Context: an optimization exercise on an open-source flow, tuned for small area. The choices shown serve that exercise and are no tape-out recipe.
In this exercise RTL edits were held to simulation tests only and were not proved equivalent to the original.
Power and IR drop assume default switching activity.

== run a ==
==> flow/design.v (excerpt) <==
module reg_file
#(
    parameter int DATA_W = regfile_pkg::REG_DATA_W,
    parameter int ADDR_W = regfile_pkg::REG_ADDR_W
) (
    input  wire logic              clk,
    input  wire logic              rst_n,
    input  wire logic [ADDR_W-1:0] raddr1,
    input  wire logic [ADDR_W-1:0] raddr2,
    output logic      [DATA_W-1:0] rdata1,
    output logic      [DATA_W-1:0] rdata2,
    input  wire logic              we,
    input  wire logic [ADDR_W-1:0] waddr,
    input  wire logic [DATA_W-1:0] wdata,
    input  wire logic [ADDR_W-1:0] dbg_addr,
    output logic      [DATA_W-1:0] dbg_data
);
==> flow/config.mk <==
export PLATFORM = sky130hd
export DESIGN_NAME = reg_file
export DESIGN_NICKNAME = reg_file
export VERILOG_FILES = /design/flow/design.v
export SDC_FILE = /design/flow/constraint.sdc
export NUM_CORES = 4
export LEC_CHECK = 0
export CAP_MARGIN = 20
export CELL_PAD_IN_SITES_DETAIL_PLACEMENT = 1
export CELL_PAD_IN_SITES_GLOBAL_PLACEMENT = 1
export CORE_MARGIN = 2
export CORE_UTILIZATION = 35
export GPL_TIMING_DRIVEN = 0
export PLACE_DENSITY = 0.5
export SETUP_SLACK_MARGIN = 0.2
export SLEW_MARGIN = 20
export SYNTH_HIERARCHICAL = 1
export SYNTH_MINIMUM_KEEP_SIZE = 0
==> flow/constraint.sdc <==
create_clock -name core_clock -period 5.0 [get_ports {clk}]
set_input_delay 1.0000 -clock core_clock [delete_from_list [all_inputs] [get_ports {clk}]]
set_output_delay 1.0000 -clock core_clock [all_outputs]
set_load 0.01 [all_outputs]
standard.sh (not shown) runs the stock make flow with config.mk's settings and CLKGATE_MAP_FILE= SYNTH_SCRIPT=/design/flow/synth_recipe.tcl, a recipe that flattens the netlist after the stock synthesis.
==> flow/flow/run.sh <==
#!/bin/bash
# Own flow: the standard layout (standard.sh), with two changes to how
# the layout is made:
#  - the port buffers that global placement inserts on every input and output
#    are plain buf_2 cells instead of the slow delay-buffer cell the resizer
#    picks by default;
#  - clock tree synthesis uses small clock buffers, larger sink clusters and no dummy
#    loads.
# Everything else (synthesis, floorplan, power grid, taps, placement, routing)
# is the standard flow. Each tool's full output is kept under orfs/logs, and
# the make output in standard_flow.log in this folder.
set -euo pipefail
CTS="-sink_clustering_enable -repair_clock_nets -dont_use_dummy_load"
CTS="$CTS -buf_list {sky130_fd_sc_hd__clkbuf_4 sky130_fd_sc_hd__clkbuf_8}"
CTS="$CTS -sink_clustering_size 16 -sink_clustering_max_diameter 70"
bash standard.sh \
    "BUFFER_PORTS_ARGS=-buffer_cell sky130_fd_sc_hd__buf_2" \
    "CTS_ARGS=$CTS" \
    finish > standard_flow.log 2>&1
## Diff of input files: run b against run a
diff --git a/flow/flow/run.sh b/flow/flow/run.sh
--- a/flow/flow/run.sh
+++ b/flow/flow/run.sh
@@ -15 +15 @@
-CTS="$CTS -sink_clustering_size 16 -sink_clustering_max_diameter 70"
+CTS="$CTS -sink_clustering_size 14 -sink_clustering_max_diameter 60"
diff --git a/flow/config.mk b/flow/config.mk
--- a/flow/config.mk
+++ b/flow/config.mk
@@ -9,2 +8,0 @@
-export CELL_PAD_IN_SITES_DETAIL_PLACEMENT = 1
-export CELL_PAD_IN_SITES_GLOBAL_PLACEMENT = 1
@@ -12 +10 @@
-export CORE_UTILIZATION = 35
+export CORE_UTILIZATION = 40
@@ -14 +11,0 @@
-export PLACE_DENSITY = 0.5
Results
Of run b and run a, just one finished clean: run a.
From the logs: run b reached the end of the flow and failed the layout checks with setup timing.
Sum of routed wire length over all layers on run b is down relative to run a.
Run b vs run a: placed cell area down
Worst relative slew slack was higher in the run labelled run b.
Run b against run a; routability congestion estimate is up by more than 10%.
Slowest cell on the critical path: sky130_fd_sc_hd__and3_1 -> run b, sky130_fd_sc_hd__a222oi_1 -> run a

========
The RTL this note starts from:
==> flow/design.v <==
`default_nettype none
package regfile_pkg;
    localparam int REG_ADDR_W = 5;
    localparam int REG_DATA_W = 32;
    typedef logic [REG_ADDR_W-1:0] reg_addr_t;
    localparam reg_addr_t REG_ZERO = 5'd0;
endpackage
`default_nettype wire
`default_nettype none
module regfile_aoi222 (
    input  wire logic a0, b0, a1, b1, a2, b2,
    output logic      y
);
    assign y = ~((a0 & b0) | (a1 & b1) | (a2 & b2));
endmodule
module regfile_nand2 (
    input  wire logic a, b,
    output logic      y
);
    assign y = ~(a & b);
endmodule
module regfile_nandn #(
    parameter int N = 4
) (
    input  wire logic [N-1:0] n,
    output logic              y
);
    assign y = ~&n;
endmodule
module regfile_nor2 (
    input  wire logic a, b,
    output logic      y
);
    assign y = ~(a | b);
endmodule
module regfile_and3 (
    input  wire logic a, b, c,
    output logic      y
);
    assign y = a & b & c;
endmodule
module regfile_rport
#(
    parameter int DATA_W = regfile_pkg::REG_DATA_W,
    parameter int ADDR_W = regfile_pkg::REG_ADDR_W
) (
    input  wire logic [31:1][DATA_W-1:0] file_i,
    input  wire logic [31:1]             valid_i,
    input  wire logic [ADDR_W-1:0]       raddr_i,
    output logic      [DATA_W-1:0]       rdata_o
);
    logic [3:0]       pre_lo;
    logic [7:0]       pre_hi;
    logic [1:0][31:1] sel;
    always_comb begin
        for (int k = 0; k < 4; k++) pre_lo[k] = (raddr_i[1:0] == 2'(k));
        for (int k = 0; k < 8; k++) pre_hi[k] = (raddr_i[4:2] == 3'(k));
    end
    for (genvar h = 0; h < 2; h++) begin : g_dec
        for (genvar i = 1; i < 32; i++) begin : g_sel
            regfile_and3 u_and (
                .a (valid_i[i]), .b (pre_lo[i%4]), .c (pre_hi[i/4]), .y (sel[h][i])
            );
        end
    end
    for (genvar j = 0; j < DATA_W; j++) begin : g_bit
        logic [10:0] n;
        logic [1:0]  p;
        logic        q;
        for (genvar k = 0; k < 10; k++) begin : g_aoi
            regfile_aoi222 u_aoi (
                .a0 (sel[j/16][3*k+1]), .b0 (file_i[3*k+1][j]),
                .a1 (sel[j/16][3*k+2]), .b1 (file_i[3*k+2][j]),
                .a2 (sel[j/16][3*k+3]), .b2 (file_i[3*k+3][j]),
                .y  (n[k])
            );
        end
        regfile_nand2 u_nand_last (
            .a (sel[j/16][31]), .b (file_i[31][j]), .y (n[10])
        );
        regfile_nandn #(.N(4)) u_nand0 (.n (n[3:0]),  .y (p[0]));
        regfile_nandn #(.N(4)) u_nand1 (.n (n[7:4]),  .y (p[1]));
        regfile_nor2           u_nor   (.a (p[0]), .b (p[1]), .y (q));
        regfile_nandn #(.N(4)) u_nand2 (.n ({q, n[10:8]}), .y (rdata_o[j]));
    end
endmodule
`default_nettype wire
`default_nettype none
module regfile_wpre
#(
    parameter int ADDR_W = regfile_pkg::REG_ADDR_W
) (
    input  wire logic              we_i,
    input  wire logic [ADDR_W-1:0] waddr_i,
    output logic      [3:0]        lo_o,
    output logic      [3:0]        lo_n_o,
    output logic      [7:0]        hi_o,
    output logic      [7:0]        hi_n_o
);
    always_comb begin
        for (int k = 0; k < 4; k++) begin
            lo_o[k]   = we_i && (waddr_i[1:0] == 2'(k));
            lo_n_o[k] = !(we_i && (waddr_i[1:0] == 2'(k)));
        end
        for (int k = 0; k < 8; k++) begin
            hi_o[k]   = (waddr_i[4:2] == 3'(k));
            hi_n_o[k] = (waddr_i[4:2] != 3'(k));
        end
    end
endmodule
module regfile_ao22 (
    input  wire logic a0, b0, a1, b1,
    output logic      y
);
    assign y = (a0 & b0) | (a1 & b1);
endmodule
module reg_file
#(
    parameter int DATA_W = regfile_pkg::REG_DATA_W,
    parameter int ADDR_W = regfile_pkg::REG_ADDR_W
) (
    input  wire logic              clk,
    input  wire logic              rst_n,
    input  wire logic [ADDR_W-1:0] raddr1,
    input  wire logic [ADDR_W-1:0] raddr2,
    output logic      [DATA_W-1:0] rdata1,
    output logic      [DATA_W-1:0] rdata2,
    input  wire logic              we,
    input  wire logic [ADDR_W-1:0] waddr,
    input  wire logic [DATA_W-1:0] wdata,
    input  wire logic [ADDR_W-1:0] dbg_addr,
    output logic      [DATA_W-1:0] dbg_data
);
    localparam int DEPTH = 2**ADDR_W;
    logic [DEPTH-1:1][DATA_W-1:0] regs_q;
    logic [DEPTH-1:1]             valid_q;
    logic [1:0][DEPTH-1:1]        wsel;
    logic [1:0][DEPTH-1:1]        hold;
    logic [3:0] wlo, wlo_n;
    logic [7:0] whi, whi_n;
    regfile_wpre #(.ADDR_W(ADDR_W)) u_wpre (
        .we_i (we), .waddr_i (waddr),
        .lo_o (wlo), .lo_n_o (wlo_n), .hi_o (whi), .hi_n_o (whi_n)
    );
    for (genvar h = 0; h < 2; h++) begin : g_wdec
        for (genvar i = 1; i < DEPTH; i++) begin : g_sel
            regfile_nor2 u_wsel (
                .a (wlo_n[i%4]), .b (whi_n[i/4]), .y (wsel[h][i])
            );
            regfile_nand2 u_hold (
                .a (wlo[i%4]), .b (whi[i/4]), .y (hold[h][i])
            );
        end
    end
    always_ff @(posedge clk or negedge rst_n) begin
        if (!rst_n) begin
            valid_q <= '0;
        end else begin
            valid_q <= valid_q | wsel[0];
        end
    end
    logic [DEPTH-1:1][DATA_W-1:0] regs_d;
    for (genvar i = 1; i < DEPTH; i++) begin : g_reg
        for (genvar j = 0; j < DATA_W; j++) begin : g_bit
            regfile_ao22 u_ao (
                .a0 (wsel[j/16][i]), .b0 (wdata[j]),
                .a1 (hold[j/16][i]), .b1 (regs_q[i][j]),
                .y  (regs_d[i][j])
            );
        end
    end
    always_ff @(posedge clk) begin
        regs_q <= regs_d;
    end
    regfile_rport #(.DATA_W(DATA_W), .ADDR_W(ADDR_W)) u_rport1 (
        .file_i (regs_q), .valid_i (valid_q), .raddr_i (raddr1), .rdata_o (rdata1)
    );
    regfile_rport #(.DATA_W(DATA_W), .ADDR_W(ADDR_W)) u_rport2 (
        .file_i (regs_q), .valid_i (valid_q), .raddr_i (raddr2), .rdata_o (rdata2)
    );
    regfile_rport #(.DATA_W(DATA_W), .ADDR_W(ADDR_W)) u_dbg (
        .file_i (regs_q), .valid_i (valid_q), .raddr_i (dbg_addr), .rdata_o (dbg_data)
    );
endmodule
`default_nettype wire
Settings: LEC_CHECK=0, CAP_MARGIN=20, CELL_PAD_IN_SITES_DETAIL_PLACEMENT=1, CELL_PAD_IN_SITES_GLOBAL_PLACEMENT=1, CORE_MARGIN=2, CORE_UTILIZATION=40, GPL_TIMING_DRIVEN=0, SETUP_SLACK_MARGIN=0.2, SLEW_MARGIN=20, SYNTH_HIERARCHICAL=1, SYNTH_MINIMUM_KEEP_SIZE=0; clock period 5.0 ns.
==> flow/flow/run.sh <==
#!/bin/bash
# Own flow: the standard layout (standard.sh), with two changes to how
# the layout is made:
#  - the port buffers that global placement inserts on every input and output
#    are plain buf_2 cells instead of the slow delay-buffer cell the resizer
#    picks by default;
#  - clock tree synthesis uses small clock buffers, larger sink clusters and no dummy
#    loads.
# Everything else (synthesis, floorplan, power grid, taps, placement, routing)
# is the standard flow. Each tool's full output is kept under orfs/logs, and
# the make output in standard_flow.log in this folder.
set -euo pipefail
CTS="-sink_clustering_enable -repair_clock_nets -dont_use_dummy_load"
CTS="$CTS -buf_list {sky130_fd_sc_hd__clkbuf_4 sky130_fd_sc_hd__clkbuf_8}"
CTS="$CTS -sink_clustering_size 14 -sink_clustering_max_diameter 60"
bash standard.sh \
    "BUFFER_PORTS_ARGS=-buffer_cell sky130_fd_sc_hd__buf_2" \
    "CTS_ARGS=$CTS" \
    finish > standard_flow.log 2>&1
Then changed:
SETUP_SLACK_MARGIN = 0.35   (was 0.2)
The new run went through all stages and came out clean; final cell count grows by 0.54%; total power stays flat; utilization grows by 0.45 points; via count grows by 1.0%.

-- separate check: timing with driven ports --
No port has a modelled driver above. Below, the same layouts with a new extraction and two added sets of constraints. Step 1, drivers: a clkbuf_16 drives clk and a buf_2 each remaining input, both assumed. Step 2 adds t to the input delays and takes it off the output delays; t is the mean of the earliest and latest rising clock arrival at the registers after step 1. Input paths then give back, and output paths get back, about the clock's delay inside the block. a / b / c = no drivers / after step 1 / after step 2; a / b = the first two.
run	shift t [ns]	setup slack, ns	worst setup path after step 2	slew at the worst register clock pin (ns)	worst data-port slew with drivers (ns)
run a	0.911	0.026 / -0.151 / -0.151	input to output	0.11 / 0.11	0.21
run b	0.875	-0.072 / -0.203 / -0.203	input to output	0.10 / 0.10	0.20
the first run of note 2	0.919	0.034 / -0.165 / -0.165	input to output	0.10 / 0.10	0.21
the second run of note 2	0.921	0.115 / -0.086 / -0.086	input to output	0.10 / 0.10	0.21
Met with ideal ports but missed after step 2: setup timing in run a, the first run of note 2 and the second run of note 2. For the second run of note 2, which loses most, drivers alone change the setup slack by -0.201 ns; drivers and shift together by -0.201 ns.
